Context: an optimization exercise on an open-source flow, tuned for small area. The choices shown serve that exercise and are no tape-out recipe. In this exercise RTL edits were held to simulation tests only and were not proved equivalent to the original. No driver is modelled on the clock port, so clock power and skew are understated where the tree is cut down; a real chip needs a root buffer or a tree. Power is estimated from default activity; no workload was simulated.

Setup of run a:
## iwdg_top
module iwdg_top
#(
  parameter logic [31:0] BASE_ADR = 32'h0100_0000,
  parameter int          FIFO_AW  = 4
) (
  input  logic        clk,
  input  logic        rst,
  input  logic        cyc_m2s,
  input  logic        stb_m2s,
  input  logic        we_m2s,
  input  logic [31:0] adr_m2s,
  input  logic [15:0] dat_m2s,
  output logic [15:0] dat_s2m,
  output logic        ack_s2m,
  output logic        iwdg_rst
);
  logic [2:0]  ph;
  logic [2:0]  ph_n;
  logic        ph0, ph1, ph4, ph5, ph7;
  logic        ph_clr;
  logic        mapped;
  logic [3:0]  s;
  logic [15:0] key;
  logic [15:0] nkey;     
  logic [11:0] rlr;
  logic [2:0]  pr;
  logic [1:0]  st;
  logic        nr;
  logic        wr;
  logic        w_kr, w_pr, w_rlr, w_st;
  logic        key_acc, key_cnt, key_rel;
  logic        kr5;
  assign mapped = (adr_m2s[31:4] == BASE_ADR[31:4]) && (adr_m2s[1:0] == 2'b00);
  assign s[0] = (adr_m2s[3:2] == 2'd0);
  assign s[1] = (adr_m2s[3:2] == 2'd1);
  assign s[2] = (adr_m2s[3:2] == 2'd2);
  assign s[3] = (adr_m2s[3:2] == 2'd3);
  assign ph0 = (ph == 3'b000);
  assign ph1 = (ph == 3'b001);
  assign ph4 = (ph == 3'b011);
  assign ph5 = (ph == 3'b111);
  assign ph7 = (ph == 3'b100);
  logic ph_new;
  ...
For scale: ~270 cells after synthesis, about 71 I/O pins, about 2300 sq um of cells after synthesis.
==> module iwdg_top, before the edit <==
module iwdg_top
#(
  parameter logic [31:0] BASE_ADR = 32'h0100_0000,
  parameter int          FIFO_AW  = 4
) (
  input  logic        clk,
  input  logic        rst,
  input  logic        cyc_m2s,
  input  logic        stb_m2s,
  input  logic        we_m2s,
  input  logic [31:0] adr_m2s,
  input  logic [15:0] dat_m2s,
  output logic [15:0] dat_s2m,
  output logic        ack_s2m,
  output logic        iwdg_rst
);
  logic [2:0]  ph;
  logic [2:0]  ph_n;
  logic        ph0, ph1, ph4, ph5, ph7;
  logic        ph_clr;
  logic        mapped;
  logic [3:0]  s;
  logic [15:0] key;
  logic [15:0] nkey;     
  logic [11:0] rlr;
  logic [2:0]  pr;
  logic [1:0]  st;
  logic        nr;
  logic        wr;
  logic        w_kr, w_pr, w_rlr, w_st;
  logic        key_acc, key_cnt, key_rel;
  logic        kr5;
  assign mapped = (adr_m2s[31:4] == BASE_ADR[31:4]) && (adr_m2s[1:0] == 2'b00);
  assign s[0] = (adr_m2s[3:2] == 2'd0);
  assign s[1] = (adr_m2s[3:2] == 2'd1);
  assign s[2] = (adr_m2s[3:2] == 2'd2);
  assign s[3] = (adr_m2s[3:2] == 2'd3);
  assign ph0 = (ph == 3'b000);
  assign ph1 = (ph == 3'b001);
  assign ph4 = (ph == 3'b011);
  assign ph5 = (ph == 3'b111);
  assign ph7 = (ph == 3'b100);
  logic ph_new;
  assign ph_new = (ph0 & cyc_m2s & stb_m2s) | (ph == 3'b010) | (ph == 3'b101) | (ph == 3'b011);
  assign ph_clr = rst | (ph1 & ~mapped);
  assign ph_n   = {ph[1:0], ph_new} & {3{~ph_clr}};
  always_ff @(posedge clk) ph <= ph_n;
  assign ack_s2m = ph7 | (ph1 & ~mapped);
  assign nr      = ~rst;
  assign wr      = ph4 & we_m2s;
  assign key     = ~nkey;
  assign key_acc = (key == 16'h5555);
  assign key_cnt = (key == 16'hCCCC);
  assign key_rel = (key == 16'hAAAA);
  assign w_kr    = wr & s[0];
  assign w_pr    = wr & s[1] & key_acc & ~(&dat_m2s[2:0]);
  assign w_rlr   = wr & s[2] & key_acc;
  assign w_st    = wr;
  always_ff @(posedge clk) begin
    nkey  <= (~dat_m2s & {16{w_kr}}) | (nkey & {16{~w_kr}}) | {16{rst}};
    rlr   <= (dat_m2s[11:0] & {12{w_rlr}}) | (rlr & {12{~w_rlr}}) | {12{rst}};
    pr    <= (dat_m2s[2:0] & {3{w_pr & nr}}) | (pr & {3{~w_pr & nr}});
    st[1] <= ((kr5 & key_rel) | (wr & s[3] & dat_m2s[1]) | (~w_st & ~kr5 & st[1])) & nr;
    st[0] <= (w_pr | (wr & s[3] & dat_m2s[0]) | (~w_st & st[0])) & nr;
  end
  logic [3:0] g;
  assign g = s & {4{ph[2]}};
  assign dat_s2m = (key & {16{g[0]}})
                 | ({13'd0, pr} & {16{g[1]}})
                 | ({4'd0, rlr} & {16{g[2]}})
                 | ({14'd0, st} & {16{g[3]}});
  logic        reload;
  logic        hold_cnt;
  logic [7:0]  pre;
  logic [7:0]  npre;     
  logic [8:0]  e;        
  logic [7:0]  pre_inc;
  logic        tick;
  logic        pre_clr;
  logic [12:0] b;        
  logic [11:0] ncnt;     
  logic        expired;  
  assign kr5    = ph5 & we_m2s & s[0];
  assign reload = kr5 & key_rel;
  assign e[0] = key_cnt;
  for (genvar i = 0; i < 8; i++) begin : g_pre
    assign e[i+1]     = e[i] & pre[i];
    assign pre_inc[i] = pre[i] ^ e[i];
  end
  logic [8:2] sfx;       
  assign sfx[8] = e[8];
  for (genvar k = 7; k >= 2; k--) begin : g_sfx
    assign sfx[k] = sfx[k+1] | pre_inc[k];
  end
  always_comb begin
    case (pr)
      3'd0:    tick = sfx[2];
      3'd1:    tick = sfx[3];
      3'd2:    tick = sfx[4];
      3'd3:    tick = sfx[5];
      3'd4:    tick = sfx[6];
      3'd5:    tick = sfx[7];
      default: tick = sfx[8];
    endcase
  end
  assign pre_clr = rst | reload | (key_cnt & tick);
  always_ff @(posedge clk) npre <= ~pre_inc | {8{pre_clr}};
  assign pre = ~npre;
  assign b[0] = key_cnt & tick & ~expired;
  for (genvar i = 0; i < 12; i++) begin : g_cnt
    assign b[i+1] = b[i] & ncnt[i];
  end
  assign hold_cnt = ~reload;
  always_ff @(posedge clk) begin
    ncnt      <= ((ncnt ^ b[11:0]) & {12{hold_cnt & nr}}) | (~rlr & {12{reload & nr}});
    expired   <= (expired | b[12]) & hold_cnt & nr;
  end
  assign iwdg_rst = expired;
endmodule
Settings: LEC_CHECK=0, ABC_AREA=1, CAP_MARGIN=0, CORE_MARGIN=2, CORE_UTILIZATION=55, SLEW_MARGIN=0; clock period 8.0 ns.
standard.sh (not shown) runs the stock make flow with config.mk's settings and CLKGATE_MAP_FILE= SYNTH_SCRIPT=/design/flow/synth_recipe.tcl, a recipe that flattens the netlist after the stock synthesis.
==> flow/flow/run.sh <==
#!/bin/bash
# Own layout flow: the standard synthesis, its gates re-mapped for area
# (registers untouched), then the standard ORFS layout with lighter port
# buffers and a smaller clock tree. Each tool writes its own log here.
set -euo pipefail
here=$(pwd)
plat=${FLOW_PLATFORM:-sky130hd}
top=${FLOW_TOP:-iwdg_top}
res=$here/orfs/results/$plat/iwdg_top/base
lib=$FLOW_HOME/platforms/$plat/lib/sky130_fd_sc_hd__tt_025C_1v80.lib
yosys_bin=$FLOW_HOME/../tools/install/yosys/bin/yosys
[[ -x $yosys_bin ]] || yosys_bin=yosys
jobs=${NUM_CORES:-4}

# 1. Standard synthesis, unchanged.
bash standard.sh synth > log_1_synth.log 2>&1
cp "$res/1_2_yosys.v" "$here/1_2_yosys_std.v"

# 2. Re-map the gates between the registers with several ABC runs (different
#    seeds of its randomised AIG optimisation); keep the smallest netlist.
dontuse=$(sed -n '/DONT_USE_CELLS += /,/^$/p' "$FLOW_HOME/platforms/$plat/config.mk" \
  | tr -d '\\' | grep -o 'sky130_fd_sc_hd__[A-Za-z0-9_]*' | sed 's/^/-dont_use /' | tr '\n' ' ' || true)
mkdir -p resynth
run_one() {
  local tag=$1 script=$2
  sed -e "s|@LIB@|$lib|g" -e "s|@IN@|$here/1_2_yosys_std.v|" -e "s|@OUT@|$here/resynth/$tag.v|" \
      -e "s|@TOP@|$top|g" -e "s|@ABC@|$script|" -e "s|@DONTUSE@|$dontuse|" \
      flow/resynth.ys.in > "resynth/$tag.ys"
  "$yosys_bin" -s "resynth/$tag.ys" > "log_2_resynth_$tag.log" 2>&1 || true
}
n=0
for seed in $(seq 0 100); do
  printf '&get -n\n&st\n&deepsyn -T 40 -J 100 -S %s\n&dch -f\n&nf -a -R 1000 -C 32\n&put\n' "$seed" > "resynth/s$seed.abc"
  run_one "s$seed" "$here/resynth/s$seed.abc" &
  n=$((n + 1))
  if (( n % jobs == 0 )); then wait; fi
done
wait
best=""; best_area=""
for log in log_2_resynth_s*.log; do
  tag=${log#log_2_resynth_}; tag=${tag%.log}
  a=$(grep "Chip area for module" "$log" | tail -1 | awk '{print $NF}' || true)
  [[ -n "$a" && -s "resynth/$tag.v" ]] || continue
  if [[ -z "$best" ]] || awk -v a="$a" -v b="$best_area" 'BEGIN{exit !(a < b)}'; then
    best=$tag; best_area=$a
  fi
done
echo "resynth: best $best area $best_area" | tee log_2_resynth_pick.log
if [[ -n "$best" ]]; then
  cp "resynth/$best.v" "$res/1_2_yosys.v"
  rm -f "$res/1_synth.odb" "$res/1_synth.sdc"
fi

# 3. Standard layout from the re-mapped netlist.
bash standard.sh \
  "BUFFER_PORTS_ARGS=-buffer_cell sky130_fd_sc_hd__buf_1" \
  "CTS_ARGS=-sink_clustering_enable -repair_clock_nets -buf_list sky130_fd_sc_hd__clkbuf_4 -root_buf sky130_fd_sc_hd__clkbuf_4 -dont_use_dummy_load" \
  "POST_CTS_TCL=$here/flow/post_cts.tcl" CLK_LEAVES=2 CLK_LEAF_BUF=sky130_fd_sc_hd__clkbuf_16 \
  finish > log_3_layout.log 2>&1
Other scripts of this flow, unchanged in this note and not shown: flow/flow/post_cts.tcl, flow/flow/resynth.ys.in
Run a: PASS, flow complete, no timing, DRC or antenna violations
The inputs of run b differ from those of run a as listed below.
--- a/flow/design.v
+++ b/flow/design.v
@@ -72,9 +72,8 @@
                  | ({14'd0, st} & {16{g[3]}});
   logic        reload;
   logic        hold_cnt;
   logic [7:0]  pre;
-  logic [7:0]  npre;     
   logic [8:0]  e;        
   logic [7:0]  pre_inc;
   logic        tick;
   logic        pre_clr;
@@ -104,10 +103,9 @@
       default: tick = sfx[8];
     endcase
   end
   assign pre_clr = rst | reload | (key_cnt & tick);
-  always_ff @(posedge clk) npre <= ~pre_inc | {8{pre_clr}};
-  assign pre = ~npre;
+  always_ff @(posedge clk) pre <= pre_inc & {8{~pre_clr}};
   assign b[0] = key_cnt & tick & ~expired;
   for (genvar i = 0; i < 12; i++) begin : g_cnt
     assign b[i+1] = b[i] & ncnt[i];
   end
The final layout from run b, which completed every stage, passed the timing, design-rule and antenna checks at the end of the flow. For run b, the launch point of the critical path was nkey[2]$_DFF_P_, unlike run a, where it was nkey[14]$_DFF_P_. Compared with run a, in run b total chip power increased by about 0.8% relative to the old numbers; sequential cell area in the final layout level; power share of the combinational group climbed 0.9 points; sequential power share lower; design area went up about 0.4%. On cell area reported after detailed placement: between run a and run b, it ends up lower for run a.
In every run of this note, the design's own scripts or RTL, not TritonCTS, make the clock network.

[re-timing with driven ports]
In the flow no input, the clock included, has a driving cell. The finished layouts below were timed again as built, in two steps. Step 1 assumes that a clkbuf_16 drives the clock port and a buf_2 every other input. Step 2 adds t to the input delays and takes it off the output delays; t is the mean of the earliest and latest rising clock arrival at the registers after step 1. Input paths then give back, and output paths get back, about the clock's delay inside the block. Slacks: ideal / step 1 / step 2; pairs: ideal / step 1.
run | t (ns) | slack for setup (ns) | worst setup path at the end | slew at the worst register clock pin (ns)
run a | 0.208 | 3.256 / 3.256 / 3.256 | register to register | 0.11 / 0.11
run b | 0.206 | 3.413 / 3.411 / 3.411 | input to output | 0.10 / 0.10
After both steps setup and hold are still met in every run listed. The setup slack of run b, which loses most, moves by -0.002 ns with the drivers and by -0.002 ns with both steps.
